This design comes from an exercise in tuning for small area, a short achievable clock period and few clock cycles per item on the open sky130 flow, not from production work.
Function was checked by simulation only, so behaviour that the tests miss may differ from the original.
Power and IR drop assume default switching activity.

**flow/design.v**
```verilog
package hhs_pkg;
  localparam int unsigned CfgIdxW  = 3;
  localparam int unsigned CfgDataW = 16;
  localparam int unsigned InW      = 38;
  localparam int unsigned OutW     = 12;
  localparam logic [1:0] FAULT_OK       = 2'd0;
  localparam logic [1:0] FAULT_OVER_TMP = 2'd1;
  localparam logic [1:0] FAULT_LOW_TMP  = 2'd2;
  localparam logic [1:0] FAULT_FAN      = 2'd3;
  localparam logic [1:0] ModeCold  = 2'd1;
  localparam logic [1:0] ModePower = 2'd2;
  localparam logic [9:0] TempFanHigh   = 10'd250;
  localparam logic [9:0] TempFanLow    = 10'd70;
  localparam logic [9:0] TempSleepCool = 10'd70;
  localparam logic [9:0] TempFanOff    = 10'd40;
  localparam logic [7:0] SleepDuty     = 8'd50;
  localparam logic [15:0] RstSleepTicks  = 16'd100;
  localparam logic [14:0] RstErrorTicks  = 15'd5;
  localparam logic [9:0]  RstMaxTemp     = 10'd520;
  localparam logic [9:0]  RstMinTemp     = 10'd10;
  localparam logic [7:0]  RstMinAir      = 8'd10;
  localparam logic [8:0]  RstCoolLim     = 9'd120;   
  localparam logic [7:0]  RstMaxAirDuty  = 8'd86;    
  localparam logic [7:0]  RstSleepFanDuty = 8'd58;   
  function automatic logic [7:0] scaled_air(input logic [7:0] level);
    logic [3:0] r;
    logic       b, c;
    logic [7:0] a;
    r = {level[3] ^ level[0], level[2:0]};
    case (r)
      4'd0:    b = level != 8'd0;
      4'd1:    b = level > 8'd25;
      4'd2:    b = level > 8'd50;
      4'd3:    b = level > 8'd75;
      4'd4:    b = level > 8'd100;
      4'd5:    b = level > 8'd125;
      4'd6:    b = level > 8'd150;
      4'd7:    b = level > 8'd175;
      4'd8:    b = level > 8'd200;
      4'd9:    b = level > 8'd225;
      4'd10:   b = level > 8'd250;
      default: b = 1'b0;
    endcase
    c = level[3] & level[0];
    a = {1'b0, level[7:1]} + {4'd0, level[7:4]};
    if (c && !b) begin
      scaled_air = a + 8'd31;
    end else if (c || !b) begin
      scaled_air = a + 8'd30;
    end else begin
      scaled_air = a + 8'd29;
    end
  endfunction
  function automatic logic [6:0] temp_duty(input logic [9:0] temp);
    logic [4:0] h;
    h = 5'bx;
    case (temp[7:0])
      8'd70: h = 5'd7;
      8'd71: h = 5'd7;
      8'd72: h = 5'd8;
      8'd73: h = 5'd7;
      8'd74: h = 5'd8;
      8'd75: h = 5'd7;
      8'd76: h = 5'd8;
      8'd77: h = 5'd8;
      8'd78: h = 5'd8;
      8'd79: h = 5'd8;
      8'd80: h = 5'd8;
      8'd81: h = 5'd8;
      8'd82: h = 5'd9;
      8'd83: h = 5'd8;
      8'd84: h = 5'd9;
      8'd85: h = 5'd8;
      8'd86: h = 5'd9;
      8'd87: h = 5'd9;
      8'd88: h = 5'd9;
      8'd89: h = 5'd9;
      8'd90: h = 5'd9;
      8'd91: h = 5'd9;
      8'd92: h = 5'd10;
      8'd93: h = 5'd9;
      8'd94: h = 5'd10;
      8'd95: h = 5'd9;
      8'd96: h = 5'd10;
      8'd97: h = 5'd10;
      8'd98: h = 5'd10;
      8'd99: h = 5'd10;
      8'd100: h = 5'd10;
      8'd101: h = 5'd10;
      8'd102: h = 5'd11;
      8'd103: h = 5'd10;
      8'd104: h = 5'd11;
      8'd105: h = 5'd10;
      8'd106: h = 5'd11;
      8'd107: h = 5'd11;
      8'd108: h = 5'd11;
      8'd109: h = 5'd11;
      8'd110: h = 5'd11;
      8'd111: h = 5'd11;
      8'd112: h = 5'd12;
      8'd113: h = 5'd11;
      8'd114: h = 5'd12;
      8'd115: h = 5'd11;
      8'd116: h = 5'd12;
      8'd117: h = 5'd12;
      8'd118: h = 5'd12;
      8'd119: h = 5'd12;
      8'd120: h = 5'd12;
      8'd121: h = 5'd12;
      8'd122: h = 5'd13;
      8'd123: h = 5'd12;
      8'd124: h = 5'd13;
      8'd125: h = 5'd12;
      8'd126: h = 5'd13;
      8'd127: h = 5'd13;
      8'd128: h = 5'd13;
      8'd129: h = 5'd13;
      8'd130: h = 5'd13;
      8'd131: h = 5'd13;
      8'd132: h = 5'd14;
      8'd133: h = 5'd13;
      8'd134: h = 5'd14;
      8'd135: h = 5'd13;
      8'd136: h = 5'd14;
      8'd137: h = 5'd14;
      8'd138: h = 5'd14;
      8'd139: h = 5'd14;
      8'd140: h = 5'd14;
      8'd141: h = 5'd14;
      8'd142: h = 5'd15;
      8'd143: h = 5'd14;
      8'd144: h = 5'd15;
      8'd145: h = 5'd14;
      8'd146: h = 5'd15;
      8'd147: h = 5'd15;
      8'd148: h = 5'd15;
      8'd149: h = 5'd15;
      8'd150: h = 5'd15;
      8'd151: h = 5'd15;
      8'd152: h = 5'd16;
      8'd153: h = 5'd15;
      8'd154: h = 5'd16;
      8'd155: h = 5'd15;
      8'd156: h = 5'd16;
      8'd157: h = 5'd16;
      8'd158: h = 5'd16;
      8'd159: h = 5'd16;
      8'd160: h = 5'd16;
      8'd161: h = 5'd16;
      8'd162: h = 5'd17;
      8'd163: h = 5'd16;
      8'd164: h = 5'd17;
      8'd165: h = 5'd16;
      8'd166: h = 5'd17;
      8'd167: h = 5'd17;
      8'd168: h = 5'd17;
      8'd169: h = 5'd17;
      8'd170: h = 5'd17;
      8'd171: h = 5'd17;
      8'd172: h = 5'd18;
      8'd173: h = 5'd17;
      8'd174: h = 5'd18;
      8'd175: h = 5'd17;
      8'd176: h = 5'd18;
      8'd177: h = 5'd18;
      8'd178: h = 5'd18;
      8'd179: h = 5'd18;
      8'd180: h = 5'd18;
      8'd181: h = 5'd18;
      8'd182: h = 5'd19;
      8'd183: h = 5'd18;
      8'd184: h = 5'd19;
      8'd185: h = 5'd18;
      8'd186: h = 5'd19;
      8'd187: h = 5'd19;
      8'd188: h = 5'd19;
      8'd189: h = 5'd19;
      8'd190: h = 5'd19;
      8'd191: h = 5'd19;
      8'd192: h = 5'd20;
      8'd193: h = 5'd19;
      8'd194: h = 5'd20;
      8'd195: h = 5'd19;
      8'd196: h = 5'd20;
      8'd197: h = 5'd20;
      8'd198: h = 5'd20;
      8'd199: h = 5'd20;
      8'd200: h = 5'd20;
      8'd201: h = 5'd20;
      8'd202: h = 5'd21;
      8'd203: h = 5'd20;
      8'd204: h = 5'd21;
      8'd205: h = 5'd20;
      8'd206: h = 5'd21;
      8'd207: h = 5'd21;
      8'd208: h = 5'd21;
      8'd209: h = 5'd21;
      8'd210: h = 5'd21;
      8'd211: h = 5'd21;
      8'd212: h = 5'd22;
      8'd213: h = 5'd21;
      8'd214: h = 5'd22;
      8'd215: h = 5'd21;
      8'd216: h = 5'd22;
      8'd217: h = 5'd22;
      8'd218: h = 5'd22;
      8'd219: h = 5'd22;
      8'd220: h = 5'd22;
      8'd221: h = 5'd22;
      8'd222: h = 5'd23;
      8'd223: h = 5'd22;
      8'd224: h = 5'd23;
      8'd225: h = 5'd22;
      8'd226: h = 5'd23;
      8'd227: h = 5'd23;
      8'd228: h = 5'd23;
      8'd229: h = 5'd23;
      8'd230: h = 5'd23;
      8'd231: h = 5'd23;
      8'd232: h = 5'd24;
      8'd233: h = 5'd23;
      8'd234: h = 5'd24;
      8'd235: h = 5'd23;
      8'd236: h = 5'd24;
      8'd237: h = 5'd24;
      8'd238: h = 5'd24;
      8'd239: h = 5'd24;
      8'd240: h = 5'd24;
      8'd241: h = 5'd24;
      8'd242: h = 5'd25;
      8'd243: h = 5'd24;
      8'd244: h = 5'd25;
      8'd245: h = 5'd24;
      8'd246: h = 5'd25;
      8'd247: h = 5'd25;
      8'd248: h = 5'd25;
      8'd249: h = 5'd25;
      default: h = 5'bx;
    endcase
    temp_duty = temp[7:1] - {2'd0, h};
  endfunction
endpackage
module hhs_cfg_regs (
  input  logic                         clk_i,
  input  logic                         rst_ni,
  input  logic                         we_i,
  input  logic [hhs_pkg::CfgIdxW-1:0]  idx_i,
  input  logic [hhs_pkg::CfgDataW-1:0] data_i,
  input  logic [7:0]                   level_i,
  input  logic [7:0]                   air_duty_i,
  output logic [15:0]                  sleep_ticks_o,
  output logic [14:0]                  error_ticks_o,
  output logic [9:0]                   max_temp_o,
  output logic [9:0]                   min_temp_o,
  output logic [7:0]                   min_air_o,
  output logic [8:0]                   cool_lim_o,
  output logic [7:0]                   max_air_duty_o,
  output logic [7:0]                   sleep_fan_duty_o
);
  logic pend_pto_q, pend_max_air_q, pend_sfl_q;
  logic [15:0] sleep_ticks_n_q;
  logic [14:0] error_ticks_n_q;
  logic [9:0]  max_temp_n_q;
  logic [7:0]  min_air_n_q;
  assign sleep_ticks_o = ~sleep_ticks_n_q;
  assign error_ticks_o = ~error_ticks_n_q;
  assign max_temp_o    = ~max_temp_n_q;
  assign min_air_o     = ~min_air_n_q;
  always_ff @(posedge clk_i or negedge rst_ni) begin
    if (!rst_ni) begin
      sleep_ticks_n_q <= ~hhs_pkg::RstSleepTicks;
      error_ticks_n_q <= ~hhs_pkg::RstErrorTicks;
      max_temp_n_q    <= ~hhs_pkg::RstMaxTemp;
      min_temp_o      <= hhs_pkg::RstMinTemp;
      min_air_n_q     <= ~hhs_pkg::RstMinAir;
    end else if (we_i) begin
      case (idx_i)
        3'd0: sleep_ticks_n_q <= ~data_i;
        3'd1: error_ticks_n_q <= ~data_i[14:0];
        3'd2: max_temp_n_q    <= ~data_i[9:0];
        3'd3: min_temp_o      <= data_i[9:0];
        3'd4: min_air_n_q     <= ~data_i[7:0];
        default: ;
      endcase
    end
  end
  always_ff @(posedge clk_i or negedge rst_ni) begin
    if (!rst_ni) begin
      pend_pto_q     <= 1'b0;
      pend_max_air_q <= 1'b0;
      pend_sfl_q     <= 1'b0;
    end else begin
      pend_pto_q     <= we_i && (idx_i == 3'd5);
      pend_max_air_q <= we_i && (idx_i == 3'd6);
      pend_sfl_q     <= we_i && (idx_i == 3'd7);
    end
  end
  always_ff @(posedge clk_i or negedge rst_ni) begin
    if (!rst_ni) begin
      cool_lim_o       <= hhs_pkg::RstCoolLim;
      max_air_duty_o   <= hhs_pkg::RstMaxAirDuty;
      sleep_fan_duty_o <= hhs_pkg::RstSleepFanDuty;
    end else begin
      if (pend_pto_q)     cool_lim_o       <= {1'b0, level_i} + 9'd70;
      if (pend_max_air_q) max_air_duty_o   <= air_duty_i;
      if (pend_sfl_q)     sleep_fan_duty_o <= air_duty_i;
    end
  end
endmodule
module hhs_step (
  input  logic        cold_i,         
  input  logic        docked_i,       
  input  logic        sleep_cool_i,   
  input  logic        air_low_i,
  input  logic        hot_i,
  input  logic        cool_i,
  input  logic        fan_off_i,      
  input  logic [7:0]  duty_sel_i,     
  input  logic [15:0] sleep_ticks_i,
  input  logic [14:0] error_ticks_i,
  input  logic [7:0]  max_air_duty_i,
  input  logic        work_i,
  input  logic [15:0] sleep_cnt_i,
  input  logic [15:0] fault_cnt_i,
  input  logic [1:0]  fault_i,
  input  logic        fan_fault_i,
  input  logic        fan_hold_i,
  input  logic [7:0]  duty_i,
  output logic        work_o,
  output logic [15:0] sleep_cnt_o,
  output logic [15:0] fault_cnt_o,
  output logic [1:0]  fault_o,
  output logic        fan_fault_o,
  output logic        fan_hold_o,
  output logic [7:0]  duty_o,
  output logic        beep_o
);
  logic        sleep_hit, dbl_hit, half_hit;
  logic [15:0] fault_base;
  assign sleep_hit = (sleep_cnt_i != 16'hffff) && (sleep_cnt_i >= sleep_ticks_i);
  assign fault_base = work_i ? fault_cnt_i : 16'd0;
  assign dbl_hit  = work_i ? (fault_cnt_i >= {error_ticks_i, 1'b0})
                           : (error_ticks_i == 15'd0);
  assign half_hit = work_i ? (fault_cnt_i >= {2'b0, error_ticks_i[14:1]})
                           : (error_ticks_i[14:1] == 14'd0);
  always_comb begin
    work_o      = work_i;
    sleep_cnt_o = sleep_cnt_i;
    beep_o      = 1'b0;
    if (!work_i) begin
      if (!docked_i || cold_i) work_o = 1'b1;
    end else if (docked_i && !cold_i && sleep_cool_i) begin
      if (sleep_hit) begin
        work_o      = 1'b0;
        sleep_cnt_o = 16'd0;
        beep_o      = 1'b1;
      end else begin
        sleep_cnt_o = sleep_cnt_i + 16'd1;
      end
    end
    fault_o     = fault_i;
    fault_cnt_o = fault_base;
    if (fault_i == hhs_pkg::FAULT_OK) begin
      if (cold_i) begin
        if (air_low_i) begin
          if (dbl_hit) begin
            fault_o     = hhs_pkg::FAULT_FAN;
            fault_cnt_o = 16'd0;
          end else begin
            fault_cnt_o = fault_base + 16'd1;
          end
        end
      end else if (!docked_i && (hot_i || cool_i || air_low_i)) begin
        if (half_hit && hot_i) begin
          fault_o     = hhs_pkg::FAULT_OVER_TMP;
          fault_cnt_o = 16'd0;
        end else if (dbl_hit && air_low_i) begin
          fault_o     = hhs_pkg::FAULT_FAN;
          fault_cnt_o = 16'd0;
        end else if (dbl_hit && cool_i) begin
          fault_o     = hhs_pkg::FAULT_LOW_TMP;
          fault_cnt_o = 16'd0;
        end else begin
          fault_cnt_o = fault_base + 16'd1;
        end
      end else begin
        fault_cnt_o = 16'd0;
      end
    end else if (docked_i) begin
      fault_o     = hhs_pkg::FAULT_OK;
      fault_cnt_o = 16'd0;
    end
    fan_fault_o = fan_fault_i;
    fan_hold_o  = fan_hold_i;
    duty_o      = duty_i;
    if (!fan_fault_i) begin
      if (fault_o != hhs_pkg::FAULT_OK) begin
        fan_fault_o = 1'b1;
      end else if (work_o) begin
        fan_hold_o = cold_i || !docked_i;
        duty_o     = duty_sel_i;
      end else if (!fan_off_i) begin
        if (!fan_hold_i) duty_o = hhs_pkg::SleepDuty;
      end else if (!fan_hold_i) begin
        fan_hold_o = 1'b1;
        duty_o     = 8'd0;
      end
    end else begin
      duty_o = max_air_duty_i;
      if (fault_o == hhs_pkg::FAULT_OK) fan_fault_o = 1'b0;
    end
  end
endmodule
module heater_handle_supervisor (
  input  logic                         clk_i,
  input  logic                         rst_ni,
  input  logic                         in_valid_i,
  output logic                         in_ready_o,
  input  logic [hhs_pkg::InW-1:0]      in_data_i,
  output logic                         out_valid_o,
  input  logic                         out_ready_i,
  output logic [hhs_pkg::OutW-1:0]     out_data_o,
  input  logic                         cfg_valid_i,
  output logic                         cfg_ready_o,
  input  logic [hhs_pkg::CfgIdxW-1:0]  cfg_index_i,
  input  logic [hhs_pkg::CfgDataW-1:0] cfg_data_i
);
  logic [15:0] sleep_ticks;
  logic [14:0] error_ticks;
  logic [9:0]  max_temp;
  logic [9:0]  min_temp;
  logic [7:0]  min_air;
  logic [8:0]  cool_lim;
  logic [7:0]  max_air_duty;
  logic [7:0]  sleep_fan_duty;
  logic        s0_valid_q;
  logic        s0_docked_q, s0_cold_q, s0_power_q;
  logic [9:0]  s0_temp_q;
  logic        s0_air_low_q;
  logic [7:0]  s0_level_q;
  logic        in_cold;
  logic        s1_valid_q;
  logic        s1_docked_q, s1_cold_q, s1_sleep_cool_q, s1_air_low_q;
  logic        s1_hot_q, s1_cool_q, s1_fan_off_q;
  logic [7:0]  s1_duty_sel_q;
  logic [7:0]  air_duty, duty_sel;
  logic        sleep_cool;
  logic        work_q, work_d;
  logic [15:0] sleep_cnt_q, sleep_cnt_d;
  logic [15:0] fault_cnt_q, fault_cnt_d;
  logic [1:0]  fault_q, fault_d;
  logic        fan_fault_q, fan_fault_d;
  logic        fan_hold_q, fan_hold_d;
  logic [7:0]  duty_q, duty_d;
  logic        beep_q, beep_d;
  logic        res_valid_q;
  logic [hhs_pkg::OutW-1:0] res;
  logic        old_valid_q;
  logic        out_valid_q;
  logic [hhs_pkg::OutW-1:0] out_q;
  logic [hhs_pkg::OutW-1:0] res_d;
  logic        in_ready_q;
  logic        accept, full2, en0, en1, adv2;
  logic        s0_valid_d, s1_valid_d, res_valid_d, old_valid_d;
  assign cfg_ready_o = 1'b1;
  assign full2  = res_valid_q && old_valid_q;
  assign adv2   = s1_valid_q && !full2;
  assign en1    = !s1_valid_q || !full2;
  assign en0    = !s0_valid_q || en1;
  assign accept = in_valid_i && in_ready_q;
  assign s0_valid_d   = en0 ? accept : s0_valid_q;
  assign s1_valid_d   = en1 ? s0_valid_q : s1_valid_q;
  assign res_valid_d  = adv2 || (res_valid_q && !(!old_valid_q && out_ready_i));
  assign old_valid_d  = old_valid_q ? !out_ready_i : (res_valid_q && adv2 && !out_ready_i);
  always_ff @(posedge clk_i or negedge rst_ni) begin
    if (!rst_ni) begin
      s0_valid_q   <= 1'b0;
      s1_valid_q   <= 1'b0;
      res_valid_q  <= 1'b0;
      old_valid_q  <= 1'b0;
      out_valid_q  <= 1'b0;
      in_ready_q   <= 1'b1;
    end else begin
      s0_valid_q   <= s0_valid_d;
      s1_valid_q   <= s1_valid_d;
      res_valid_q  <= res_valid_d;
      old_valid_q  <= old_valid_d;
      out_valid_q  <= res_valid_d || old_valid_d;
      in_ready_q   <= !(s0_valid_d && s1_valid_d && res_valid_d && old_valid_d);
    end
  end
  assign in_ready_o = in_ready_q;
  assign in_cold   = (in_data_i[35:34] == hhs_pkg::ModeCold);
  always_ff @(posedge clk_i) begin
    if (en0) begin
      s0_docked_q <= !in_data_i[37] && in_data_i[36];
      s0_cold_q   <= in_cold;
      s0_power_q  <= (in_data_i[35:34] == hhs_pkg::ModePower);
      s0_temp_q   <= in_data_i[33:24];
      s0_air_low_q <= in_data_i[23:16] < min_air;
    end
    if (cfg_valid_i) begin
      s0_level_q <= cfg_data_i[7:0];
    end else if (en0) begin
      s0_level_q <= in_cold ? in_data_i[7:0] : in_data_i[15:8];
    end
  end
  assign air_duty = hhs_pkg::scaled_air(s0_level_q);
  always_comb begin
    if (s0_cold_q || !s0_docked_q) begin
      duty_sel = air_duty;
    end else if (s0_temp_q >= hhs_pkg::TempFanHigh) begin
      duty_sel = sleep_fan_duty;
    end else if (s0_temp_q >= hhs_pkg::TempFanLow) begin
      duty_sel = {1'b0, hhs_pkg::temp_duty(s0_temp_q)};
    end else begin
      duty_sel = 8'd0;
    end
  end
  assign sleep_cool = s0_power_q ? ({1'b0, s0_temp_q} <= {2'b0, cool_lim})
                                 : (s0_temp_q <= hhs_pkg::TempSleepCool);
  always_ff @(posedge clk_i) begin
    if (en1) begin
      s1_docked_q     <= s0_docked_q;
      s1_cold_q       <= s0_cold_q;
      s1_sleep_cool_q <= sleep_cool;
      s1_air_low_q    <= s0_air_low_q;
      s1_hot_q        <= s0_temp_q >= max_temp;
      s1_cool_q       <= s0_temp_q <= min_temp;
      s1_fan_off_q    <= s0_temp_q < hhs_pkg::TempFanOff;
      s1_duty_sel_q   <= duty_sel;
    end
  end
  hhs_cfg_regs u_cfg (
    .clk_i            (clk_i),
    .rst_ni           (rst_ni),
    .we_i             (cfg_valid_i),
    .idx_i            (cfg_index_i),
    .data_i           (cfg_data_i),
    .level_i          (s0_level_q),
    .air_duty_i       (air_duty),
    .sleep_ticks_o    (sleep_ticks),
    .error_ticks_o    (error_ticks),
    .max_temp_o       (max_temp),
    .min_temp_o       (min_temp),
    .min_air_o        (min_air),
    .cool_lim_o       (cool_lim),
    .max_air_duty_o   (max_air_duty),
    .sleep_fan_duty_o (sleep_fan_duty)
  );
  hhs_step u_step (
    .cold_i         (s1_cold_q),
    .docked_i       (s1_docked_q),
    .sleep_cool_i   (s1_sleep_cool_q),
    .air_low_i      (s1_air_low_q),
    .hot_i          (s1_hot_q),
    .cool_i         (s1_cool_q),
    .fan_off_i      (s1_fan_off_q),
    .duty_sel_i     (s1_duty_sel_q),
    .sleep_ticks_i  (sleep_ticks),
    .error_ticks_i  (error_ticks),
    .max_air_duty_i (max_air_duty),
    .work_i         (work_q),
    .sleep_cnt_i    (sleep_cnt_q),
    .fault_cnt_i    (fault_cnt_q),
    .fault_i        (fault_q),
    .fan_fault_i    (fan_fault_q),
    .fan_hold_i     (fan_hold_q),
    .duty_i         (duty_q),
    .work_o         (work_d),
    .sleep_cnt_o    (sleep_cnt_d),
    .fault_cnt_o    (fault_cnt_d),
    .fault_o        (fault_d),
    .fan_fault_o    (fan_fault_d),
    .fan_hold_o     (fan_hold_d),
    .duty_o         (duty_d),
    .beep_o         (beep_d)
  );
  always_ff @(posedge clk_i or negedge rst_ni) begin
    if (!rst_ni) begin
      work_q      <= 1'b0;
      sleep_cnt_q <= 16'd0;
      fault_cnt_q <= 16'd0;
      fault_q     <= hhs_pkg::FAULT_OK;
      fan_fault_q <= 1'b0;
      fan_hold_q  <= 1'b0;
      duty_q      <= 8'd0;
      beep_q      <= 1'b0;
    end else if (adv2) begin
      work_q      <= work_d;
      sleep_cnt_q <= sleep_cnt_d;
      fault_cnt_q <= fault_cnt_d;
      fault_q     <= fault_d;
      fan_fault_q <= fan_fault_d;
      fan_hold_q  <= fan_hold_d;
      duty_q      <= duty_d;
      beep_q      <= beep_d;
    end
  end
  assign res   = {work_q, fault_q, duty_q, beep_q};
  assign res_d = adv2 ? {work_d, fault_d, duty_d, beep_d} : res;
  always_ff @(posedge clk_i) begin
    if (!old_valid_d) out_q <= res_d;
  end
  assign out_valid_o = out_valid_q;
  assign out_data_o  = out_q;
endmodule
```
**flow/flow/run.sh**
```bash
#!/bin/bash
# Layout: the standard flow (standard.sh, which runs the standard synthesis
# unchanged) with two settings changed: the ports are buffered with
# sky130_fd_sc_hd__buf_1 (buffer_ports' own pick is a delay buffer), and the
# timing repair aims for 6.2 ns of setup slack at the design's clock period.
# The make output goes to standard_flow.log; ORFS's logs stay under orfs/logs.
set -euo pipefail
bash standard.sh SETUP_SLACK_MARGIN=6.2 "BUFFER_PORTS_ARGS=-buffer_cell sky130_fd_sc_hd__buf_1" finish > standard_flow.log 2>&1
```
**flow/standard.sh**
```bash
#!/bin/bash
# synth_recipe.tcl (not shown) runs the flow's synth.tcl, then flattens the netlist and writes it again
# the make line also repeats each setting of config.mk as NAME=value (left out here)
make -C /OpenROAD-flow-scripts/flow DESIGN_CONFIG=/design/flow/config.mk WORK_HOME=/design/flow/orfs CLKGATE_MAP_FILE= SYNTH_SCRIPT=/design/flow/synth_recipe.tcl "${@:-finish}"
```
**flow/config.mk**
```make
export PLATFORM = sky130hd
export DESIGN_NAME = heater_handle_supervisor
export DESIGN_NICKNAME = heater_handle_supervisor
export VERILOG_FILES = /design/flow/design.v
export SDC_FILE = /design/flow/constraint.sdc
export NUM_CORES = 4
export LEC_CHECK = 0
export CAP_MARGIN = 20
export CORE_MARGIN = 2
export CORE_UTILIZATION = 40
export CTS_BUF_LIST = sky130_fd_sc_hd__clkbuf_8
export SLEW_MARGIN = 20
```
**flow/constraint.sdc**
```tcl
create_clock -name core_clock -period 9.0 [get_ports {clk_i}]
set_input_delay 1.8000 -clock core_clock [delete_from_list [all_inputs] [get_ports {clk_i}]]
set_output_delay 1.8000 -clock core_clock [all_outputs]
set_load 0.01 [all_outputs]
```
==> impl_summary.log, run 1 <==
[metrics] cts bufs inserted: 17
[metrics] Initial DRT Pass Iterations: 5
[metrics] syn_area_per_cell: 9.549 sq um
[metrics] minimum hold slack: approximately 0.46 ns
[metrics] cells along the critical path: buf_6 > ha_4 > nor2b_1 > o21ai_1 > a31oi_2 > o32a_4 > a21oi_4 > o221ai_4 > nor3_2 > xnor2_2 > a21oi_2
[metrics] final sum of negative setup slack: 0 ns
[metrics] peak-usage layer in the global routing report: met2
[metrics] worst rel slew slack: 39.71%
[metrics] peak supply drop: 0.09215 mV
[metrics] number of primary I/O pins: 77
[metrics] DRC errors left: 0
[metrics] signal arrival time at the worst endpoint: approximately 3.2 ns
[metrics] maximum capacitance violations: 0
[metrics] HP Class: flip-flop to flip-flop
[metrics] total of buffers placed on input and output ports: between 70 and 80
[metrics] top post-synthesis cells by area: sky130_fd_sc_hd__dfrtp_1 18%, sky130_fd_sc_hd__edfxtp_1 13%, sky130_fd_sc_hd__dfstp_2 12%
[metrics] First DRT Iteration DRCs: ~530
[metrics] RSZ-0062 raised after global routing: true
[metrics] number of enable flip-flop cells after synthesis: 49
[metrics] post-detailed-routing wire length: between 30 and 40 mm
[metrics] vias post-DR: 9539
[metrics] Clock Path Buffers: 2
[metrics] overall die area: 30410 sq um
[metrics] final period demand of the worst path: 2.943 ns
[metrics] sequential cell area: 5122 sq um
[metrics] share of flip-flops with an asynchronous set or reset after synthesis: 72.02%
[metrics] post-synthesis sequential area ratio: 44.08%
[metrics] initial cell density of the core: 40.56%
[metrics] largest net degree at the start of global routing: 71
[metrics] worst reg2reg setup slack: 6.06 ns
[metrics] logic gate share of total power: 35.8%
[metrics] largest area contributor in the synthesized netlist: sky130_fd_sc_hd__dfrtp_1
[metrics] Layout fillers: 2648
[metrics] pwr dens: 214.1 nW/um^2
[metrics] crit start category: flip-flop
[metrics] end point of the critical path: s1_duty_sel_q[5]
[metrics] Post-Syn Instances: between 1000 and 1500
[metrics] met3 capacity usage during global routing: ~2.7%
[metrics] number of placed cells counting well taps: roughly 1600
[metrics] layout-stage area growth over the synthesis result: 21.30%
[metrics] final instance area: 14080 sq um
[metrics] insertion delay of the later-clocked pin in the worst-skew pair: approximately 0.5 ns
[metrics] final core utilization: 49.20%
[metrics] number of antenna violations at the first check in global routing: 0
[metrics] ratio of cells with drive above 1 in the final layout: 24.06%
[metrics] total number of yosys warnings: 3
[metrics] most frequently used flop master after synthesis: sky130_fd_sc_hd__dfrtp_1
[metrics] global routing usage summed across all routing layers: about 20%
[metrics] wire length of the first global-routing pass: 48.81 mm
[metrics] Switching Share: 36.27%
[metrics] start point of the critical path: s0_level_q[2]
[metrics] area of combinational cells with multiple inputs: 6919 sq um
[metrics] mean routed wirelength per cell: 17.81 um
[metrics] final count of hold timing violations: 0
[metrics] switching power: 1.094 mW
[metrics] clock tree skew after final layout: 0.02595 ns
[metrics] global-route congestion overflow total: 0
[metrics] nets: 1504
[metrics] CP peak stage delay: 0.54 ns
[metrics] number of sinks on the clock net: approximately 190
[metrics] Placer Congestion: 0.8619
[metrics] category of the critical setup timing path: flip-flop to flip-flop
[metrics] Commonest cells post-synth: 142 x sky130_fd_sc_hd__nand2_1, 107 x sky130_fd_sc_hd__a21oi_1, 102 x sky130_fd_sc_hd__ha_1, 102 x sky130_fd_sc_hd__o21ai_0, 89 x sky130_fd_sc_hd__nor2_1
[metrics] Via-to-Cell Ratio: 5.498
[metrics] crit-path max FO: 5
[metrics] via count of the first global-routing pass: 9156
[metrics] CP Data Required Time: 9.22 ns
[metrics] CTS hold repair buffers: 0
[metrics] die span in y: roughly 170 um
[metrics] clk slew on worst S/H paths: 0.12 ns
[metrics] remaining antenna violation count after routing: 0
[metrics] count of unique library cells instantiated by Yosys: 80
[metrics] final antenna diode count: 0
[metrics] x dimension of the die: roughly 170 um
[metrics] clock root buffer: sky130_fd_sc_hd__clkbuf_8
[metrics] grt met2 use: around a third
[metrics] post-place instance area: 12360 sq um
[metrics] Peak Freq: between 0.3 and 0.4 GHz
[metrics] syn_nets: 1382
[metrics] FP Rows: 62
[metrics] HPWL reported at the end of detailed placement: 21.02 mm
[metrics] number of standard cells in the layout, taps in and fillers out: 1735
[metrics] Worst Reg-to-Reg Cells: 11
[metrics] startpoint of the lowest-slack register-to-register path: s0_level_q[2]
[metrics] most frequently used cell type in the post-synthesis netlist: sky130_fd_sc_hd__nand2_1
[metrics] run status: no timing/DRC/antenna violations
[metrics] total chip power: 3.016 mW
[metrics] smallest setup slack after layout: 6.057 ns
[metrics] number of failing setup endpoints in the final timing report: 0
[metrics] TritonCTS clock tree: built
[metrics] Slew Limit Fails: 0
[metrics] Reg power frac: 44.0%
[metrics] met1 routing resource usage after global routing: 27.64%
[metrics] Crit Reg-Reg Endpoint: s1_duty_sel_q[5]
[metrics] leakage power: 6.081 nW
[metrics] transition time of the tightest slew-check pin: 0.9011 ns
[metrics] design internal power: 1.922 mW
[metrics] share of the synthesized area in the top cell type: 18.10%
[metrics] synthesized flop and latch total: between 150 and 200
[metrics] CTS H-Tree Depth: 4
[metrics] slowest cell on the critical path: sky130_fd_sc_hd__edfxtp_1
[metrics] pre-CTS WS: 5.366 ns
[metrics] kind of end point of the critical path: flip-flop
[metrics] clock share of power: between 20 and 25%
[metrics] core outline area: 28630 sq um
[metrics] combined area of all synthesized cells: between 10000 and 15000 sq um
[metrics] fraction of the cycle the final worst path needs: 32.70%
-- state kept, by name, summed over array words and instances, names as in the netlist, 2 cells and up, named ones only --
signal	cells
s0_temp_q	10
u_cfg.sleep_ticks_n_q	16
u_cfg.error_ticks_n_q	15
u_cfg.sleep_fan_duty_o	8
s0_level_q	8
duty_q	8
u_cfg.max_temp_n_q	10
fault_q	2
u_cfg.min_temp_o	10
u_cfg.cool_lim_o	9
s1_duty_sel_q	8
u_cfg.max_air_duty_o	8
u_cfg.min_air_n_q	8
out_q	12
fault_cnt_q	16
sleep_cnt_q	16
-- power by group through the flow --
stage | logic (mW) | clock network [mW] | registers [mW]
global route | 1.20 | 0.652 | 1.35
global placement | 0.817 | 0 | 1.34
floorplan | 0.631 | 0 | 1.28
CTS | 0.948 | 0.623 | 1.32
detailed placement | 0.836 | 0 | 1.34
finish | 1.08 | 0.608 | 1.33
-- metal layers --
metal / part of all wire (%) / wire length [um]
met3: 4.1 / 1256
met1: 46 / 14130
met5: 0 / 0
met4: 1.7 / 514
met2: 49 / 15010
-- cell families (layout without fill, tap and decap cells) --
group | after synthesis | in the layout | share of synthesized area (%)
AO/OA/AOI/OAI | 357 | 357 | 19.10
XOR/XNOR | 33 | 33 | 2.489
adder cells (fa/ha/maj) | 104 | 104 | 11.34
buffers and inverters | 100 | 234 | 3.416
flip-flops | 193 | 193 | 44.08
multiplexers | 38 | 38 | 3.470
other | 1 | 1 | 0.03230
AND/OR/NAND/NOR | 390 | 391 | 16.08
-- critical path, delay by kind of cell, from the launching register on --
kind,cells,cell delay [ns]
AND/OR/NAND/NOR,2,0.35
adder cells (fa/ha/maj),1,0.14
AO/OA/AOI/OAI,6,1.28
flip-flops,1,0.54
XOR/XNOR,1,0.17
buffers and inverters,1,0.18
-- placed cells by master, fill, tap and decap left out, drive strengths merged, types with 8 or more instances in the layout --
cell and n:
nand2 142, buf 133, a21oi 108, o21ai 107, ha 102, nor2 90, dfrtp 84, inv 62
dfstp 55, edfxtp 49, a21o 36, clkbuf 32, nor2b 25, nand3 25, nand4 23, xnor2 21
mux2i 20, mux2 18, a31oi 17, nor3 17, a22o 15, and3 15, nand2b 15, xor2 12
a221oi 8, o221ai 8
-- worst min path at each step --
stage	from	endpoint	slack [ns]	cells past startpoint
finish	s0_air_low_q	s1_air_low_q	0.46	0
global route	s0_air_low_q	s1_air_low_q	0.47	0
CTS	s0_air_low_q	s1_air_low_q	0.46	0
detailed placement	s0_air_low_q	s1_air_low_q	0.43	0
global placement	s0_air_low_q	s1_air_low_q	0.42	0
floorplan	s0_air_low_q	s1_air_low_q	0.40	0
-- final cells by class --
| class | count | share of cell area, % |
|---|---|---|
| multi-input cells | 924 | 49.12 |
| flip-flops and latches | 193 | 36.37 |
| repair buffers | 148 | 6.716 |
| well taps | 384 | 3.411 |
| clock buffers | 17 | 1.661 |
| inverters | 54 | 1.457 |
| clock inverters | 15 | 1.261 |
-- repair_timing --
item	in CTS	in global routing
setup buffers	29	37
cloned	2	1
gates resized for setup	63	114
endpoints found under the setup margin	168	104
pin swaps	24	50
endpoints found under the hold margin	0	0
Testbench counts, summed over its fixed seeds: cycles 16,024, items 16,000.
==> inputs of run 2 (changes only) <==
==> flow/flow/run.sh (replaced) <==
#!/bin/bash
# Layout: the standard flow (standard.sh, which runs the standard synthesis
# unchanged) with two settings changed: the ports are buffered with
# sky130_fd_sc_hd__buf_1 (buffer_ports' own pick is a delay buffer), and the
# timing repair aims for 6.1 ns of setup slack at the design's clock period.
# The make output goes to standard_flow.log; ORFS's logs stay under orfs/logs.
set -euo pipefail
bash standard.sh SETUP_SLACK_MARGIN=6.1 "BUFFER_PORTS_ARGS=-buffer_cell sky130_fd_sc_hd__buf_1" finish > standard_flow.log 2>&1
==> run 2 against run 1 <==
Still clean. Final area down 3.9%. Sequential cell count unchanged. Power down 5.5%. Non-clock buffer count down 20. Core utilization down 1.9 points. Global-route usage about the same. Combinational power down 8%. Sequential power about the same. Synthesized area unchanged. Critical path type is now flip-flop to primary output.
==> impl_summary.log, run 2 <==
[metrics] crit start category: flip-flop
[metrics] switching power: around 1.1 mW
[metrics] slowest cell on the critical path: sky130_fd_sc_hd__dfstp_2
[metrics] logic gate share of total power: a little over a third
[metrics] global-route congestion overflow total: 0
[metrics] Peak Freq: 0.3394 GHz
[metrics] simple-gate share of the synthesized area: 16.08%
[metrics] x dimension of the die: 174.4 um
[metrics] RSZ-0062 raised after global routing: true
[metrics] clock root buffer: sky130_fd_sc_hd__clkbuf_8
[metrics] largest net degree at the start of global routing: 73
[metrics] CTS hold repair buffers: 0
[metrics] maximum capacitance violations: 0
[metrics] worst reg2reg setup slack: 6.09 ns
[metrics] kind of end point of the critical path: primary output
[metrics] Slew Limit Fails: 0
[metrics] Layout fillers: 2689
[metrics] Commonest cells post-synth: 142 x sky130_fd_sc_hd__nand2_1, 107 x sky130_fd_sc_hd__a21oi_1, 102 x sky130_fd_sc_hd__ha_1, 102 x sky130_fd_sc_hd__o21ai_0, 89 x sky130_fd_sc_hd__nor2_1
[metrics] Placer Congestion: around 0.9
[metrics] clock tree skew after final layout: 0.02109 ns
[metrics] HPWL reported at the end of detailed placement: 21.48 mm
[metrics] remaining antenna violation count after routing: 0
[metrics] total number of yosys warnings: 3
[metrics] Post-Syn Instances: 1216
[metrics] final sum of negative setup slack: 0 ns
[metrics] area fraction in compound gates after synthesis: approximately a fifth
[metrics] top post-synthesis cells by area: sky130_fd_sc_hd__dfrtp_1 18%, sky130_fd_sc_hd__edfxtp_1 13%, sky130_fd_sc_hd__dfstp_2 12%
[metrics] CP Data Required Time: 7.20 ns
[metrics] largest area contributor in the synthesized netlist: sky130_fd_sc_hd__dfrtp_1
[metrics] via count of the first global-routing pass: 8887
[metrics] transition time of the tightest slew-check pin: 0.7911 ns
[metrics] Clock Path Buffers: 2
[metrics] dominant combinational cell family by area after synthesis: compound AO/OA/AOI/OAI gates
[metrics] most frequently used cell type in the post-synthesis netlist: sky130_fd_sc_hd__nand2_1
[metrics] cells along the critical path: buf_6
[metrics] overall die area: 30410 sq um
[metrics] share of the synthesized area in the top cell type: between 15 and 20%
[metrics] most frequently used flop master after synthesis: sky130_fd_sc_hd__dfrtp_1
[metrics] wire length of the first global-routing pass: slightly below 50 mm
[metrics] number of antenna violations at the first check in global routing: 1
[metrics] die span in y: about 170 um
[metrics] CTS H-Tree Depth: 4
[metrics] layout-stage area growth over the synthesis result: 16.59%
[metrics] number of primary I/O pins: 77
[metrics] Initial DRT Pass Iterations: 5
[metrics] share of flip-flops with an asynchronous set or reset after synthesis: 72.02%
[metrics] count of unique library cells instantiated by Yosys: 80
[metrics] post-synthesis sequential area ratio: 44.08%
[metrics] xor/xnor share of the synthesized area: under 10%
[metrics] Switching Share: 37.16%
[metrics] registers with the highest flip-flop counts: fault_cnt_q: 16 flops, sleep_cnt_q: 16 flops, u_cfg.sleep_ticks_n_q: 16 flops
[metrics] cts bufs inserted: 17
[metrics] First DRT Iteration DRCs: about 650
[metrics] minimum hold slack: 0.4527 ns
[metrics] number of enable flip-flop cells after synthesis: 49
[metrics] fraction of the cycle the final worst path needs: 32.73%
[metrics] category of the critical setup timing path: flip-flop to primary output
[metrics] post-detailed-routing wire length: 30.63 mm
[metrics] number of sinks on the clock net: 193
[metrics] vias post-DR: 9534
[metrics] CP peak stage delay: roughly 0.56 ns
[metrics] nets: 1483
[metrics] global routing usage summed across all routing layers: 20.11%
[metrics] number of cells on the worst hold path: 0
[metrics] Synth Area in Adders: 11.34%
[metrics] peak supply drop: between 0.1 and 0.15 mV
[metrics] final count of hold timing violations: 0
[metrics] design internal power: about 1.8 mW
[metrics] total of buffers placed on input and output ports: 75
[metrics] FP Rows: a little over 60
[metrics] signal arrival time at the worst endpoint: 1.15 ns
[metrics] clock share of power: 18.9%
[metrics] HP Class: flip-flop to flip-flop
[metrics] TritonCTS clock tree: built
[metrics] Via-to-Cell Ratio: 5.559
[metrics] share of synthesized area spent on multiplexers: 3.470%
[metrics] synthesized flop and latch total: about 190
[metrics] Worst Reg-to-Reg Cells: 12
[metrics] mean routed wirelength per cell: 17.86 um
[metrics] startpoint of the lowest-slack register-to-register path: u_cfg.sleep_ticks_n_q[0]
[metrics] pwr dens: 210.5 nW/um^2
[metrics] launch instance of the worst min-delay path: s0_cold_q
[metrics] ratio of cells with drive above 1 in the final layout: 18.95%
[metrics] final period demand of the worst path: roughly 2.9 ns
[metrics] Worst Hold End: s1_cold_q
[metrics] most frequent standard cell in the layout excluding fill and tap cells: sky130_fd_sc_hd__nand2_1
[metrics] DRC errors left: 0
[metrics] Crit Reg-Reg Endpoint: out_q[4]
[metrics] leakage power: between 5 and 6 nW
[metrics] initial cell density of the core: 40.56%
[metrics] core outline area: 28630 sq um
[metrics] run status: no timing/DRC/antenna violations
[metrics] crit-path max FO: 2
[metrics] buffers and inverters on the worst path: 1
[metrics] Reg power frac: a little under half
[metrics] combined area of all synthesized cells: 11610 sq um
[metrics] insertion delay of the later-clocked pin in the worst-skew pair: a little under 0.5 ns
[metrics] clk slew on worst S/H paths: 0.11 ns
[metrics] category of cells accounting for the largest share of critical-path delay: flip-flops
[metrics] syn_nets: 1382
[metrics] number of failing setup endpoints in the final timing report: 0
[metrics] syn_area_per_cell: 9.549 sq um
[metrics] worst rel slew slack: 47.06%
[metrics] top library cells by usage in the layout, fill and taps aside: 136 x sky130_fd_sc_hd__nand2_1, 96 x sky130_fd_sc_hd__a21oi_1, 93 x sky130_fd_sc_hd__ha_1
==> run 2: cell counts after synthesis <==
No cell type changed its count.
==> run 2: worst max-delay path by stage <==
stage	end	depth (start not counted)	startpoint	slack (ns)
3_3_place_gp	u_cfg.sleep_ticks_n_q[6]	5	cfg_valid_i	5.14
4_1_cts	in_ready_o	1	in_ready_q	6.02
6_report	in_ready_o	1	in_ready_q	6.05
5_1_grt	fault_cnt_q[14]	12	work_q	5.94
3_5_place_dp	u_cfg.sleep_ticks_n_q[15]	4	cfg_valid_i	5.07
2_1_floorplan	s0_air_low_q	10	in_data_i[17]	6.00
==> run 2: cell type report <==
type	count	area [sq um]	area share (%)
sequential	193	5122	37.84
inverter	54	202.7	1.497
antenna	1	2.502	0.01848
tap	384	480.5	3.549
clock buffer	17	234.0	1.728
clock inverter	15	120.1	0.8872
multi-input combinational	923	6623	48.92
timing repair buffer	128	753.2	5.564
==> run 2: power groups by stage <==
| stage | logic, mW | clock network [mW] | registers (mW) |
|---|---|---|---|
| after floorplan | 0.628 | 0 | 1.28 |
| after global placement | 0.815 | 0 | 1.34 |
| after detailed placement | 0.834 | 0 | 1.34 |
| after CTS | 0.885 | 0.558 | 1.32 |
| after global routing | 1.11 | 0.592 | 1.35 |
| final | 0.991 | 0.539 | 1.32 |
==> run 2: logic make-up after synthesis <==
family          Yosys count
compound gates          357
xor+xnor                 33
fa+ha+maj               104
buf+inv                 100
flops                   193
mux                      38
other cells               1
simple gates            390
==> run 2: repair_timing <==
action                                  4_1_cts  5_1_grt
pin swaps                                    11       31
endpoints found under the setup margin      179      154
hold endpoints to repair                      0        0
setup buffers                                11       34
gates cloned                                  0        3
resized for setup                            30       74
==> run 2: per-stage QoR <==
step	worst slack, ns	util (%)	cell area [sq um]	power [mW]	cells
after floorplan	5.999	-	11730	1.905	1216
after global placement	5.143	43.09	12330	2.151	1634
after detailed placement	5.072	43.09	12330	2.174	1634
after CTS	6.017	45.06	12900	2.762	1677
after global routing	5.936	47.29	13540	3.046	1714
final	6.054	47.29	13540	2.850	1715
==> run 2: per-layer routing <==
layer  wire length (um)  track usage, %  part of all wire [%]
met1              14580           27.88                    48
met2              14140           32.11                    46
met3               1223           3.959                   4.0
met4                692           5.497                   2.3
met5                  0               0                     0
==> inputs of run 3 (changes only) <==
==> flow/flow/run.sh (replaced) <==
#!/bin/bash
# Layout: the standard flow (standard.sh, which runs the standard synthesis
# unchanged) with two settings changed: the ports are buffered with
# sky130_fd_sc_hd__buf_1 (buffer_ports' own pick is a delay buffer), and the
# timing repair aims for 5.8 ns of setup slack at the design's clock period.
# The make output goes to standard_flow.log; ORFS's logs stay under orfs/logs.
set -euo pipefail
bash standard.sh SETUP_SLACK_MARGIN=5.8 "BUFFER_PORTS_ARGS=-buffer_cell sky130_fd_sc_hd__buf_1" finish > standard_flow.log 2>&1
==> run 3 against run 2 <==
First-iteration DRC count grew 8.4%. Register-to-register slack got worse by 0.15 ns. Largest cell class unchanged. Clock power increased by 7.8%. Still clean. Via count fell by 3.7%. Maximum frequency decreased by 3.8%. Highest routed layer unchanged. Wire length down 7.7%. Clock skew hardly changed. Synthesized area unchanged. Critical path depth up 11. Cell count down 2.1%. Power decreased by 3.6%.
==> impl_summary.log, run 3 <==
[metrics] run status: no timing/DRC/antenna violations
[metrics] First DRT Iteration DRCs: 709
[metrics] final core utilization: 44.81%
[metrics] Clock Path Buffers: 2
[metrics] clock root buffer: sky130_fd_sc_hd__clkbuf_8
[metrics] total of buffers placed on input and output ports: 75
[metrics] registers with the highest flip-flop counts: fault_cnt_q: 16 flops, sleep_cnt_q: 16 flops, u_cfg.sleep_ticks_n_q: 16 flops
[metrics] final antenna diode count: 0
[metrics] insertion delay of the later-clocked pin in the worst-skew pair: about 0.50 ns
[metrics] core outline area: ~29000 sq um
[metrics] number of sinks on the clock net: 193
[metrics] combined area of all synthesized cells: 11610 sq um
[metrics] largest area contributor in the synthesized netlist: sky130_fd_sc_hd__dfrtp_1
[metrics] peak-usage layer in the global routing report: met2
[metrics] total number of yosys warnings: 3
[metrics] FP Rows: 62
[metrics] mean routed wirelength per cell: 16.84 um
[metrics] final period demand of the worst path: 3.061 ns
[metrics] Peak Freq: 0.3266 GHz
[metrics] nets: between 1000 and 1500
[metrics] most frequently used cell type in the post-synthesis netlist: sky130_fd_sc_hd__nand2_1
[metrics] number of failing setup endpoints in the final timing report: 0
[metrics] share of flip-flops with an asynchronous set or reset after synthesis: about 72%
[metrics] top post-synthesis cells by area: sky130_fd_sc_hd__dfrtp_1 18%, sky130_fd_sc_hd__edfxtp_1 13%, sky130_fd_sc_hd__dfstp_2 12%
[metrics] layout-stage area growth over the synthesis result: 10.46%
[metrics] RSZ-0062 raised after global routing: true
[metrics] global-route congestion overflow total: 0
[metrics] most frequently used flop master after synthesis: sky130_fd_sc_hd__dfrtp_1
[metrics] die span in y: 174.4 um
[metrics] number of antenna violations at the first check in global routing: 0
[metrics] Via-to-Cell Ratio: approximately 5.5
[metrics] final instance area: 12830 sq um
[metrics] crit-path max FO: 4
[metrics] Slew Limit Fails: 0
[metrics] most frequent standard cell in the layout excluding fill and tap cells: sky130_fd_sc_hd__nand2_1
[metrics] Layout fillers: 2796
[metrics] TritonCTS clock tree: built
[metrics] x dimension of the die: 174.4 um
[metrics] HP Class: flip-flop to flip-flop
[metrics] category of the critical setup timing path: flip-flop to flip-flop
[metrics] via count of the first global-routing pass: slightly below 9000
[metrics] count of unique library cells instantiated by Yosys: 80
[metrics] kind of end point of the critical path: flip-flop
[metrics] number of enable flip-flop cells after synthesis: slightly below 50
[metrics] peak supply drop: 0.08117 mV
[metrics] leakage power: 5.560 nW
[metrics] syn_nets: between 1000 and 1500
[metrics] post-place instance area: 12230 sq um
[metrics] total chip power: roughly 2.7 mW
[metrics] clock tree skew after final layout: approximately 0.021 ns
[metrics] ratio of cells with drive above 1 in the final layout: 12.28%
[metrics] clk slew on worst S/H paths: around 0.1 ns
[metrics] Post-Syn Instances: 1216
[metrics] DRC errors left: 0
[metrics] final count of hold timing violations: 0
[metrics] wire length of the first global-routing pass: 46.57 mm
[metrics] overall die area: 30410 sq um
[metrics] number of standard cells in the layout, taps in and fillers out: 1679
[metrics] largest net degree at the start of global routing: 73
[metrics] Initial DRT Pass Iterations: 6
[metrics] Commonest cells post-synth: 142 x sky130_fd_sc_hd__nand2_1, 107 x sky130_fd_sc_hd__a21oi_1, 102 x sky130_fd_sc_hd__ha_1, 102 x sky130_fd_sc_hd__o21ai_0, 89 x sky130_fd_sc_hd__nor2_1
[metrics] CTS H-Tree Depth: 4
[metrics] cts bufs inserted: 17
[metrics] Placer Congestion: 0.8708
[metrics] met3 capacity usage during global routing: between 2 and 3%
[metrics] top library cells by usage in the layout, fill and taps aside: 139 x sky130_fd_sc_hd__nand2_1, 106 x sky130_fd_sc_hd__a21oi_1, 102 x sky130_fd_sc_hd__ha_1
[metrics] share of the synthesized area in the top cell type: a little under a fifth
[metrics] synthesized flop and latch total: 193
[metrics] number of primary I/O pins: 77
[metrics] post-synthesis sequential area ratio: about 44%
[metrics] syn_area_per_cell: 9.549 sq um
[metrics] met1 routing resource usage after global routing: 26.15%
[metrics] fraction of the cycle the final worst path needs: about 34%
[metrics] post-detailed-routing wire length: 28.28 mm
[metrics] crit start category: flip-flop
[metrics] HPWL reported at the end of detailed placement: approximately 20 mm
[metrics] signal arrival time at the worst endpoint: 3.25 ns
[metrics] pwr dens: 214.1 nW/um^2
[metrics] final sum of negative setup slack: 0 ns
[metrics] initial cell density of the core: between 40% and 50%
[metrics] remaining antenna violation count after routing: 0
[metrics] global routing usage summed across all routing layers: 19.15%
[metrics] transition time of the tightest slew-check pin: 1.088 ns
[metrics] grt met2 use: between 30% and 40%
[metrics] maximum capacitance violations: 0
[metrics] vias post-DR: slightly above 9000
[metrics] worst rel slew slack: a little over a quarter
[metrics] number of placed cells counting well taps: 1634
[metrics] CP Data Required Time: 9.19 ns
-- run 3: cell counts after synthesis --
No cell type changed its count.
-- run 3: area by class of cell --
class | count | area (sq um) | share of cell area [%]
multi-input cells | 923 | 6195 | 48.30
repair buffers | 93 | 429.2 | 3.346
flip-flops and latches | 193 | 5119 | 39.91
clock buffers | 17 | 234.0 | 1.824
well taps | 384 | 480.5 | 3.746
clock inverters | 15 | 166.4 | 1.297
inverters | 54 | 202.7 | 1.580
-- run 3: critical path: stages, from the launching register on --
cell and delay, ns:
sky130_fd_sc_hd__dfstp_2 0.54, sky130_fd_sc_hd__inv_1 0.04, sky130_fd_sc_hd__ha_1 0.25, sky130_fd_sc_hd__nand2b_1 0.14, sky130_fd_sc_hd__a21o_1 0.17, sky130_fd_sc_hd__a21o_1 0.19
sky130_fd_sc_hd__a2111oi_2 0.38, sky130_fd_sc_hd__o311a_1 0.22, sky130_fd_sc_hd__nand3b_1 0.30, sky130_fd_sc_hd__buf_4 0.18, sky130_fd_sc_hd__a21oi_1 0.05, sky130_fd_sc_hd__a31oi_1 0.15
sky130_fd_sc_hd__o221ai_1 0.15
-- run 3: routing by layer --
metal / wire, um / share of wire [%]
met1: 13490 / 48
met2: 13280 / 47
met3: 848 / 3.0
met4: 652 / 2.3
met5: 0 / 0
-- run 3: cells by family (layout without fill, tap and decap cells) --
group,count (synthesis),count (layout),share of synthesized area [%]
flops,193,193,44.08
simple gates,390,390,16.08
other cells,1,1,0.03230
compound gates,357,357,19.10
fa+ha+maj,104,104,11.34
mux,38,38,3.470
xor+xnor,33,33,2.489
buf+inv,100,179,3.416
-- run 3: repair_timing --
action                     in CTS  in global routing
setup endpoints to repair      56                 55
gates cloned                    0                  0
pin swaps                       0                  2
hold buffers                    0                  0
setup buffers                   3                 10
resized for setup               9                 19
-- run 3: through the flow --
step	hold slack [ns]	setup slack (ns)
finish	0.4497	5.939
detailed placement	0.4354	5.165
floorplan	0.4003	5.865
global route	0.4682	5.758
global placement	0.4257	5.267
CTS	0.4631	5.816
-- run 3: power by group --
part	switching, mW	internal, mW	total, mW
Combinational	0.491	0.359	0.849
Sequential	0.160	1.16	1.32
Clock	0.348	0.233	0.581
Total	0.999	1.75	2.75
-- run 3: path summary, 6_finish.rpt --
path | depth (start not counted) | to | slack [ns] | startpoint
max in group asynchronous | 2 | u_cfg.sleep_fan_duty_o[6] | 6.09 | rst_ni
setup reg to reg | 12 | out_q[7] | 5.94 | u_cfg.sleep_ticks_n_q[0]
min in group asynchronous | 1 | sleep_cnt_q[8] | 1.43 | rst_ni
hold / removal | 0 | s1_air_low_q | 0.45 | s0_air_low_q
hold reg to reg | 0 | s1_air_low_q | 0.45 | s0_air_low_q
setup / recovery | 12 | out_q[7] | 5.94 | u_cfg.sleep_ticks_n_q[0]
==> inputs of run 4 (changes only) <==
--- a/flow/config.mk
+++ b/flow/config.mk
@@ -10,3 +10,2 @@
 export CORE_UTILIZATION = 40
-export CTS_BUF_LIST = sky130_fd_sc_hd__clkbuf_8
 export SLEW_MARGIN = 20
==> run 4 against run 3 <==
Sequential power is essentially flat. Critical path type unchanged. Combinational power grew 0.5%. Global-route usage is essentially flat. Still clean. Clock-buffer cell count grew 1. Wire length grew 0.22%. Synthesized cell count is the same. Worst setup slack lost 0.018 ns. Sequential cell count is the same. Die area is the same. Power grew 6.4%. Core utilization grew 0.83 points. Register-to-register slack lost 0.02 ns.
==> impl_summary.log, run 4 <==
[metrics] Switching Share: 34.84%
[metrics] Reg power frac: 45.1%
[metrics] top library cells by usage in the layout, fill and taps aside: 139 x sky130_fd_sc_hd__nand2_1, 106 x sky130_fd_sc_hd__a21oi_1, 102 x sky130_fd_sc_hd__ha_1
[metrics] FP Rows: 62
[metrics] clock root buffer: sky130_fd_sc_hd__clkbuf_16
[metrics] number of enable flip-flop cells after synthesis: 49
[metrics] vias post-DR: just over 9000
[metrics] clock tree skew after final layout: 0.01359 ns
[metrics] remaining antenna violation count after routing: 0
[metrics] die span in y: between 150 and 200 um
[metrics] post-synthesis sequential area ratio: between 40% and 50%
[metrics] Placer Congestion: about 0.87
[metrics] share of the synthesized area in the top cell type: 18.10%
[metrics] total of buffers placed on input and output ports: 75
[metrics] cts bufs inserted: 17
[metrics] logic gate share of total power: between 20% and 30%
[metrics] final sum of negative setup slack: 0 ns
[metrics] ratio of cells with drive above 1 in the final layout: 12.54%
[metrics] CTS H-Tree Depth: 4
[metrics] layout-stage area growth over the synthesis result: 12.50%
[metrics] Crit Reg-Reg Endpoint: s1_duty_sel_q[6]
[metrics] number of antenna violations at the first check in global routing: 0
[metrics] transition time of the tightest slew-check pin: between 1 and 1.5 ns
[metrics] leakage power: 5.674 nW
[metrics] top post-synthesis cells by area: sky130_fd_sc_hd__dfrtp_1 18%, sky130_fd_sc_hd__edfxtp_1 13%, sky130_fd_sc_hd__dfstp_2 12%
[metrics] post-place instance area: 12230 sq um
[metrics] Commonest cells post-synth: 142 x sky130_fd_sc_hd__nand2_1, 107 x sky130_fd_sc_hd__a21oi_1, 102 x sky130_fd_sc_hd__ha_1, 102 x sky130_fd_sc_hd__o21ai_0, 89 x sky130_fd_sc_hd__nor2_1
[metrics] HP Class: flip-flop to flip-flop
[metrics] synthesized flop and latch total: just under 200
[metrics] final count of hold timing violations: 0
[metrics] peak supply drop: roughly 0.13 mV
[metrics] Clock Path Buffers: 2
[metrics] insertion delay of the later-clocked pin in the worst-skew pair: roughly 0.44 ns
[metrics] largest area contributor in the synthesized netlist: sky130_fd_sc_hd__dfrtp_1
[metrics] initial cell density of the core: 40.56%
[metrics] total chip power: 2.922 mW
[metrics] global routing usage summed across all routing layers: 19.17%
[metrics] via count of the first global-routing pass: 8906
[metrics] maximum capacitance violations: 0
[metrics] worst reg2reg setup slack: between 5 and 6 ns
[metrics] final antenna diode count: 0
[metrics] category of the critical setup timing path: flip-flop to flip-flop
[metrics] Layout fillers: 2754
[metrics] area of combinational cells with multiple inputs: between 6000 and 7000 sq um
[metrics] most frequently used flop master after synthesis: sky130_fd_sc_hd__dfrtp_1
[metrics] total number of yosys warnings: 3
[metrics] sequential cell area: 5119 sq um
[metrics] global-route congestion overflow total: 0
[metrics] number of standard cells in the layout, taps in and fillers out: 1684
[metrics] most frequent standard cell in the layout excluding fill and tap cells: sky130_fd_sc_hd__nand2_1
[metrics] combined area of all synthesized cells: 11610 sq um
[metrics] mean routed wirelength per cell: 16.83 um
[metrics] number of placed cells counting well taps: 1634
[metrics] most frequently used cell type in the post-synthesis netlist: sky130_fd_sc_hd__nand2_1
[metrics] DRC errors left: 0
[metrics] syn_nets: between 1000 and 1500
[metrics] largest net degree at the start of global routing: 73
[metrics] TritonCTS clock tree: built
[metrics] kind of end point of the critical path: flip-flop
[metrics] share of flip-flops with an asynchronous set or reset after synthesis: 72.02%
[metrics] switching power: 1.018 mW
[metrics] crit-path max FO: 6
[metrics] Slew Limit Fails: 0
[metrics] Initial DRT Pass Iterations: 5
[metrics] crit start category: flip-flop
[metrics] clk slew on worst S/H paths: 0.07 ns
[metrics] fraction of the cycle the final worst path needs: 34.21%
[metrics] signal arrival time at the worst endpoint: 3.23 ns
[metrics] final core utilization: between 40% and 50%
[metrics] smallest setup slack after layout: between 5 and 6 ns
[metrics] count of unique library cells instantiated by Yosys: 80
[metrics] core outline area: 28630 sq um
[metrics] startpoint of the lowest-slack register-to-register path: s0_level_q[4]
[metrics] Worst Reg-to-Reg Cells: 11
[metrics] x dimension of the die: 174.4 um
[metrics] end point of the critical path: s1_duty_sel_q[6]
[metrics] HPWL reported at the end of detailed placement: 20.31 mm
[metrics] number of sinks on the clock net: 193
[metrics] design internal power: 1.904 mW
[metrics] clock share of power: 25.7%
[metrics] CP Data Required Time: 9.15 ns
[metrics] post-detailed-routing wire length: 28.34 mm
[metrics] final period demand of the worst path: 3.079 ns
[metrics] RSZ-0062 raised after global routing: true
[metrics] wire length of the first global-routing pass: 46.72 mm
[metrics] First DRT Iteration DRCs: 673
[metrics] number of failing setup endpoints in the final timing report: 0
[metrics] pwr dens: 223.7 nW/um^2
[metrics] final instance area: 13060 sq um
[metrics] nets: 1453
[metrics] Peak Freq: 0.3248 GHz
[metrics] Post-Syn Instances: 1216
[metrics] overall die area: 30410 sq um
[metrics] run status: no timing/DRC/antenna violations
[metrics] minimum hold slack: 0.4408 ns
[metrics] start point of the critical path: s0_level_q[4]
[metrics] worst rel slew slack: 27.85%
[metrics] Via-to-Cell Ratio: 5.466
[metrics] registers with the highest flip-flop counts: fault_cnt_q: 16 flops, sleep_cnt_q: 16 flops, u_cfg.sleep_ticks_n_q: 16 flops
[metrics] syn_area_per_cell: 9.549 sq um
[metrics] pre-CTS WS: 5.165 ns
[metrics] number of primary I/O pins: between 70 and 80
==> run 4: cell types whose count changed in the layout (fill, tap and decap cells not counted), sizes merged <==
cell / before / now
buf: 92 / 97
clkbuf: 18 / 19
bufinv: 1 / 0
==> run 4: cells by family (layout without fill, tap and decap cells) <==
logic type      count (synthesis)  in the layout  share of synthesized area [%]
compound gates                357            357                          19.10
xor+xnor                       33             33                          2.489
fa+ha+maj                     104            104                          11.34
buf+inv                       100            184                          3.416
flops                         193            193                          44.08
mux                            38             38                          3.470
other cells                     1              1                        0.03230
simple gates                  390            390                          16.08
==> run 4: per-layer routing <==
layer	global-route usage [%]	routed length, um	part of all wire, %
met2	31.15	13320	47
met4	6.968	652	2.3
met5	0	0	0
met1	26.10	13490	48
met3	2.734	869	3.1
==> run 4: worst min-delay path by stage <==
stage                       startpoint  depth (start not counted)  slack (ns)            to
final                     s0_air_low_q                          0        0.44  s1_air_low_q
after global routing         s0_cold_q                          0        0.46     s1_cold_q
after CTS                 s0_air_low_q                          0        0.46  s1_air_low_q
after detailed placement  s0_air_low_q                          0        0.44  s1_air_low_q
after global placement       s0_cold_q                          0        0.43     s1_cold_q
after floorplan           s0_air_low_q                          0        0.40  s1_air_low_q
==> run 4: power by group through the flow <==
stage / Combinational, mW / Sequential [mW] / Clock [mW]
after floorplan: 0.618 / 1.28 / 0
after global placement: 0.791 / 1.33 / 0
after detailed placement: 0.811 / 1.34 / 0
after CTS: 0.826 / 1.32 / 0.775
after global routing: 0.982 / 1.35 / 0.815
final: 0.853 / 1.32 / 0.752
==> run 4: what timing repair did <==
item | CTS | global route
pin swaps | 0 | 2
gates cloned | 0 | 0
endpoints found under the setup margin | 56 | 137
hold buffers | 0 | 0
setup buffers | 2 | 16
resized for setup | 8 | 20
==> run 4: final cells by class <==
| cell class | instances | area share (%) |
|---|---|---|
| well taps | 384 | 3.678 |
| flip-flops and latches | 193 | 39.19 |
| clock inverters | 14 | 1.044 |
| multi-input cells | 923 | 47.49 |
| repair buffers | 98 | 3.602 |
| clock buffers | 18 | 3.448 |
| inverters | 54 | 1.552 |
==> run 4: worst max-delay path: stages, from the launching register on <==
cell and delay [ns]:
sky130_fd_sc_hd__edfxtp_1 0.46, sky130_fd_sc_hd__ha_1 0.25, sky130_fd_sc_hd__fa_1 0.62, sky130_fd_sc_hd__inv_1 0.13
sky130_fd_sc_hd__ha_1 0.25, sky130_fd_sc_hd__nand2_1 0.07, sky130_fd_sc_hd__nor3_1 0.05, sky130_fd_sc_hd__nand3_1 0.11
sky130_fd_sc_hd__nand3_2 0.10, sky130_fd_sc_hd__a31o_1 0.24, sky130_fd_sc_hd__o21ai_0 0.34, sky130_fd_sc_hd__a31oi_1 0.16
==> inputs of run 5 (changes only) <==
==> flow/flow/run.sh (replaced) <==
#!/bin/bash
# Layout: the standard flow (standard.sh, which runs the standard synthesis
# unchanged) with two settings changed: the ports are buffered with
# sky130_fd_sc_hd__buf_1 (buffer_ports' own pick is a delay buffer), and the
# timing repair aims for 6.0 ns of setup slack at the design's clock period.
# The make output goes to standard_flow.log; ORFS's logs stay under orfs/logs.
set -euo pipefail
bash standard.sh SETUP_SLACK_MARGIN=6.0 SKIP_GATE_CLONING=1 "BUFFER_PORTS_ARGS=-buffer_cell sky130_fd_sc_hd__buf_1" finish > standard_flow.log 2>&1
--- a/flow/config.mk
+++ b/flow/config.mk
@@ -10,2 +10,3 @@
 export CORE_UTILIZATION = 40
+export CTS_BUF_LIST = sky130_fd_sc_hd__clkbuf_8
 export SLEW_MARGIN = 20
==> run 5 against run 4 <==
Sequential power barely moved. Synthesized area did not move. Non-clock buffer count rose by 2. Core utilization rose by 0.42 points. Critical path depth rose by 1. Cell count rose by 0.12%. Still clean. Hold slack improved by 0.028 ns. First-iteration DRC count rose by 9.8%. Register-to-register slack improved by 0.13 ns. Global-route usage barely moved. Clock power fell by 14%. Worst setup slack improved by 0.13 ns.
==> impl_summary.log, run 5 <==
[metrics] ratio of cells with drive above 1 in the final layout: 15.13%
[metrics] share of the synthesized area in the top cell type: 18.10%
[metrics] First DRT Iteration DRCs: 739
[metrics] start point of the critical path: u_cfg.sleep_ticks_n_q[0]
[metrics] final count of hold timing violations: 0
[metrics] post-synthesis sequential area ratio: 44.08%
[metrics] clock share of power: 22.6%
[metrics] logic gate share of total power: 31.6%
[metrics] fraction of the cycle the final worst path needs: between 30 and 40%
[metrics] x dimension of the die: 174.4 um
[metrics] run status: no timing/DRC/antenna violations
[metrics] final sum of negative setup slack: 0 ns
[metrics] clock root buffer: sky130_fd_sc_hd__clkbuf_8
[metrics] number of antenna violations at the first check in global routing: 0
[metrics] Slew Limit Fails: 0
[metrics] CTS H-Tree Depth: 4
[metrics] post-detailed-routing wire length: 28.29 mm
[metrics] wire length of the first global-routing pass: 46.78 mm
[metrics] FP Rows: 62
[metrics] number of primary I/O pins: 77
[metrics] final period demand of the worst path: 2.950 ns
[metrics] combined area of all synthesized cells: between 10000 and 15000 sq um
[metrics] die span in y: 174.4 um
[metrics] syn_area_per_cell: 9.549 sq um
[metrics] vias post-DR: 9190
[metrics] HPWL reported at the end of detailed placement: 20.24 mm
[metrics] layout-stage area growth over the synthesis result: 13.53%
[metrics] transition time of the tightest slew-check pin: about 0.96 ns
[metrics] crit-path max FO: 6
[metrics] Switching Share: 35.05%
[metrics] number of failing setup endpoints in the final timing report: 0
[metrics] Initial DRT Pass Iterations: 5
[metrics] registers with the highest flip-flop counts: fault_cnt_q: 16 flops, sleep_cnt_q: 16 flops, u_cfg.sleep_ticks_n_q: 16 flops
[metrics] remaining antenna violation count after routing: 0
-- run 5: cell counts after synthesis --
No cell type changed its count.
-- run 5: metrics by stage --
stage	std cells	setup slack, ns	utilization, %	power (mW)	hold slack (ns)
after floorplan	1216	5.999	-	1.897	0.4003
after global placement	1633	5.324	42.77	2.123	0.4520
after detailed placement	1633	5.241	42.77	2.146	0.4540
after CTS	1677	5.976	45.06	2.841	0.4735
after global routing	1686	5.875	46.05	3.089	0.4773
final	1686	6.050	46.05	2.873	0.4692
-- run 5: final cells by class --
class                           count  area [sq um]  area share, %
Clock buffer                       18         247.7          1.879
Clock inverter                     14         203.9          1.547
Inverter                           54         202.7          1.538
Multi-Input combinational cell    923          6430          48.78
Sequential cell                   193          5120          38.84
Tap cell                          384         480.5          3.645
Timing Repair Buffer              100         498.0          3.778
-- run 5: critical path: stages, from the launching register on --
cell and delay [ns]:
sky130_fd_sc_hd__dfstp_2 0.55, sky130_fd_sc_hd__inv_2 0.05, sky130_fd_sc_hd__ha_4 0.22, sky130_fd_sc_hd__nand2b_4 0.12, sky130_fd_sc_hd__a21o_1 0.15, sky130_fd_sc_hd__a21o_1 0.18
sky130_fd_sc_hd__a2111oi_4 0.28, sky130_fd_sc_hd__o311a_1 0.26, sky130_fd_sc_hd__nand3b_1 0.27, sky130_fd_sc_hd__buf_6 0.17, sky130_fd_sc_hd__a21oi_1 0.07, sky130_fd_sc_hd__a31oi_1 0.21
sky130_fd_sc_hd__o221ai_2 0.14
-- run 5: cell families after synthesis --
kind of cell	count (synthesis)	share of synthesized area, %
xor gates and xnor gates	33	2.489
muxes	38	3.470
adders and majority gates	104	11.34
DFF	193	44.08
AOI/OAI and AO/OA	357	19.10
buffers and inverters	100	3.416
other	1	0.03230
and+or+nand+nor	390	16.08
-- run 5: routing by layer --
metal	part of all wire [%]	routed length, um
met1	48	13500
met2	48	13450
met3	3.2	917
met4	1.5	433
met5	0	0
-- run 5: path summary, 6_finish.rpt --
check	to	slack [ns]	cells after the start
max	out_q[1]	6.05	12
max in group asynchronous	u_cfg.sleep_fan_duty_o[2]	6.37	2
min	s1_air_low_q	0.47	0
max reg2reg	out_q[1]	6.05	12
min in group asynchronous	sleep_cnt_q[14]	1.47	1
min reg2reg	s1_air_low_q	0.47	0
-- run 5: timing repair --
| item | CTS | global route |
|---|---|---|
| gates cloned | 0 | 0 |
| pin swaps | 9 | 13 |
| resized for setup | 22 | 50 |
| setup buffers | 12 | 9 |
| endpoints found under the setup margin | 138 | 61 |
-- run 5: power by group through the flow --
stage               registers, mW  logic (mW)  clock network (mW)
global placement             1.33       0.788                   0
CTS                          1.31       0.858               0.668
finish                       1.32       0.909               0.648
floorplan                    1.28       0.621                   0
global route                 1.35        1.04               0.700
detailed placement           1.33       0.812                   0

[static timing again, ports no longer ideal]
The results above use ideal ports. As a check the final layouts listed here were re-extracted and re-timed, cells and wires unchanged.
Step 1 assumes that a clkbuf_16 drives the clock port and a buf_2 every other input.
Step 2 times the ports against the registers' clock, not the clock port: input delays grow and output delays shrink by t, the midpoint of the rising clock arrivals with the driver on.
a / b / c = ideal ports / drivers / drivers and shift; a / b = the first two.
run	shift t [ns]	setup slack, ns
run 1	0.520	6.057 / 6.026 / 5.779
run 2	0.525	6.054 / 6.006 / 5.710
run 3	0.534	5.939 / 5.939 / 5.558
run 4	0.487	5.921 / 5.921 / 5.549
run 5	0.527	6.050 / 6.027 / 5.629
After both steps every run listed still meets setup and hold.
